What follows belongs to an exercise in optimizing a design on an open flow for small area and a short achievable clock period; a production flow would make more cautious choices. The RTL was checked by simulation tests, not by an equivalence proof against the original design. The clock port is modelled as an ideal driver; clocking choices that lean on that would not hold on a real chip.

// bmd_latency_tracker
module bmd_latency_tracker
#(
    parameter int CNT_W         = bmd_latency_pkg::CNT_W_DEF,
    parameter int TAG_W         = bmd_latency_pkg::TAG_W_DEF,
    parameter int SUM_W         = bmd_latency_pkg::SUM_W_DEF,
    parameter int NUM_W         = bmd_latency_pkg::NUM_W_DEF,
    parameter int SAMPLE_TARGET = 300000
) (
    input  logic             clk,
    input  logic             rst,
    input  logic [CNT_W-1:0] lat_cnt,
    input  logic             stats_clr,
    input  logic             stamp_vld,
    input  logic [TAG_W-1:0] stamp_tag,
    input  logic             cpl_vld,
    input  logic [TAG_W-1:0] cpl_tag,
    output logic             lat_vld,
    output logic [CNT_W-1:0] lat_data,
    output logic [CNT_W-1:0] lat_min,
    output logic [CNT_W-1:0] lat_max,
    output logic [SUM_W-1:0] lat_sum,
    output logic [NUM_W-1:0] lat_num,
    output logic             done,
    output logic             err_dup,
    output logic             err_orphan,
    output logic [TAG_W:0]   outstanding
);
    localparam int DEPTH = 1 << TAG_W;
    localparam int NUM_E = (SAMPLE_TARGET > 0 &&
                            bmd_latency_pkg::bits_for(SAMPLE_TARGET) < NUM_W)
  ...
clock: 5.0 ns
lec_check: 0
cap_margin: 20
core_margin: 2
core_utilization: 40
cts_cluster_diameter: 100
cts_cluster_size: 25
setup_slack_margin: 2.0
slew_margin: 20
standard.sh (not shown) runs the stock make flow with config.mk's settings and CLKGATE_MAP_FILE= SYNTH_SCRIPT=/design/flow/synth_recipe.tcl, a recipe that flattens the netlist after the stock synthesis.
==> flow/flow/run.sh <==
#!/bin/bash
# Standard ORFS layout, with plain buffers (not delay cells) on the ports,
# sizing free to change a cell's footprint, and no timing repair before
# placement (it would see ideal clocks and over-size the input paths).
set -euo pipefail
bash standard.sh \
  "BUFFER_PORTS_ARGS=-buffer_cell sky130_fd_sc_hd__buf_4" \
  "MATCH_CELL_FOOTPRINT=0" \
  "REMOVE_ABC_BUFFERS=1" \
  finish > orfs_make.log 2>&1
Then changed:
--- a/flow/design.v
+++ b/flow/design.v
@@ -130,24 +130,21 @@
                             bmd_latency_pkg::bits_for(SAMPLE_TARGET) < NUM_W)
                            ? bmd_latency_pkg::bits_for(SAMPLE_TARGET) : NUM_W;
     logic             clr_now;
     logic [DEPTH-1:0] valid_q;
     logic [TAG_W:0]   outstanding_q;
     logic             err_dup_q, err_orphan_q;
     logic [CNT_W-1:0] cnt_r;
     logic [CNT_W-1:0] rd_q;
     logic [CNT_W-1:0] ram_rdata;
     logic             p1_vld_q;
-    localparam int LO_W = CNT_W / 2;
-    logic [LO_W-1:0]       dlo_q;
-    logic [CNT_W-LO_W-1:0] dhi_q;
-    logic                  dbor_q;
+    logic [CNT_W-1:0] diff_q;
     logic             p2_vld_q;
     logic             lat_vld_q;
     logic [CNT_W-1:0] lat_data_q;
     logic [CNT_W-1:0] lat_min_q;
     logic [CNT_W-1:0] lat_max_q;
     logic [SUM_W-1:0] lat_sum_q;
     logic [NUM_E-1:0] lat_num_q;
     logic             done_q;
     assign clr_now = rst | stats_clr;
     bmd_latency_sdp_ram #(
@@ -235,62 +232,73 @@
                 err_orphan_q <= 1'b1;
             end
             if (stamp_vld && vs && !(cpl_vld && tag_eq)) begin
                 err_dup_q <= 1'b1;
             end
         end
     end
     always_ff @(posedge clk) begin
         cnt_r   <= lat_cnt;
         rd_q    <= ram_rdata;
-        {dbor_q, dlo_q} <= {1'b0, cnt_r[LO_W-1:0]} - {1'b0, rd_q[LO_W-1:0]};
-        dhi_q           <= cnt_r[CNT_W-1:LO_W] - rd_q[CNT_W-1:LO_W];
+        diff_q  <= lat_diff[CNT_W-1:0];
     end
+    logic [CNT_W:0] lat_diff;
+    assign lat_diff = bmd_latency_pkg::pfx_add(cnt_r, ~rd_q, 1'b1);
     always_ff @(posedge clk) begin
         if (clr_now) begin
             p1_vld_q   <= 1'b0;
             p2_vld_q   <= 1'b0;
             lat_vld_q  <= 1'b0;
             lat_data_q <= '0;
         end else begin
             p1_vld_q  <= cpl_hit;
             p2_vld_q  <= p1_vld_q;
             lat_vld_q <= p2_vld_q;
             if (p2_vld_q) begin
-                lat_data_q <= {dhi_q - (CNT_W-LO_W)'(dbor_q), dlo_q};
+                lat_data_q <= diff_q;
             end
         end
     end
     logic [CNT_W:0]       sum_lo;
     logic [SUM_W-CNT_W-1:0] sum_hi_inc;
     logic                 sum_sat;
     logic [SUM_W-1:0]     sum_new;
     logic                 sum_hi_ones;
     logic [SUM_W-CNT_W-1:0] sum_hi_up;
     always_comb begin
         sum_lo      = bmd_latency_pkg::pfx_add(lat_sum_q[CNT_W-1:0], lat_data_q, 1'b0);
         sum_hi_ones = &lat_sum_q[SUM_W-1:CNT_W];
         sum_hi_inc  = lat_sum_q[SUM_W-1:CNT_W] + 1'b1;
         sum_hi_up   = sum_hi_inc | {(SUM_W-CNT_W){sum_hi_ones}};
         sum_sat     = sum_lo[CNT_W] & sum_hi_ones;
         sum_new[CNT_W-1:0]     = sum_lo[CNT_W-1:0] | {CNT_W{sum_sat}};
         sum_new[SUM_W-1:CNT_W] = sum_lo[CNT_W] ? sum_hi_up : lat_sum_q[SUM_W-1:CNT_W];
     end
-    logic [CNT_W:0] min_cmp, max_cmp;
+    logic [CNT_W:0] c_min, c_minp, c_max, c_maxp;
+    logic           lt_min_r, lt_minp_r, gt_max_r, gt_maxp_r, prev_cnt_r;
     logic           lt_min, gt_max;
     always_comb begin
-        min_cmp = bmd_latency_pkg::pfx_add(lat_data_q, ~lat_min_q, 1'b1);
-        max_cmp = bmd_latency_pkg::pfx_add(lat_max_q, ~lat_data_q, 1'b1);
-        lt_min  = ~min_cmp[CNT_W];
-        gt_max  = ~max_cmp[CNT_W];
+        c_min  = bmd_latency_pkg::pfx_add(diff_q, ~lat_min_q, 1'b1);
+        c_minp = bmd_latency_pkg::pfx_add(diff_q, ~lat_data_q, 1'b1);
+        c_max  = bmd_latency_pkg::pfx_add(lat_max_q, ~diff_q, 1'b1);
+        c_maxp = bmd_latency_pkg::pfx_add(lat_data_q, ~diff_q, 1'b1);
     end
     always_ff @(posedge clk) begin
+        lt_min_r   <= ~c_min[CNT_W];
+        lt_minp_r  <= ~c_minp[CNT_W];
+        gt_max_r   <= ~c_max[CNT_W];
+        gt_maxp_r  <= ~c_maxp[CNT_W];
+        prev_cnt_r <= lat_vld_q & ~done_q;
+    end
+    assign lt_min = lt_min_r & (~prev_cnt_r | lt_minp_r);
+    assign gt_max = gt_max_r & (~prev_cnt_r | gt_maxp_r);
+    always_ff @(posedge clk) begin
         if (clr_now) begin
             lat_min_q <= '1;
             lat_max_q <= '0;
             lat_sum_q <= '0;
             lat_num_q <= '0;
             done_q    <= 1'b0;
         end else if (lat_vld_q && !done_q) begin
             if (NUM_E == NUM_W) begin
                 if (lat_num_q != '1) lat_num_q <= lat_num_q + 1'b1;
             end else begin
After rerunning: Cell count went up by 2.3%; sequential cell count grows by 4; sequential share of layout area fell by 1.1 points; setup slack barely changes; non-clock buffer count is lower by 18; final area went up by 1.7%.

[separate check: timing with driven ports]
The flow's constraints put no driver on any port. The routed layouts listed below were extracted and timed again, unchanged, in two steps. Step 1: set_driving_cell puts a clkbuf_16 on clk and a buf_2 on each other input, an assumption about the parent block. Step 2 adds t to the input delays and takes it off the output delays; t is the mean of the earliest and latest rising clock arrival at the registers after step 1. Input paths then give back, and output paths get back, about the clock's delay inside the block. Slacks: ideal ports / drivers / drivers and shift; pairs: ideal ports / drivers.
| run | t, ns | slack for setup (ns) | worst data-port slew with drivers (ns) |
|---|---|---|---|
| the first run | 0.933 | 1.845 / 1.845 / 0.927 | 0.24 |
| the second run | 0.960 | 1.844 / 1.917 / 0.957 | 0.23 |
After both steps every run listed still meets setup and hold. For the first run, which loses most, drivers alone change the setup slack by 0.000 ns; drivers and shift together by -0.918 ns.
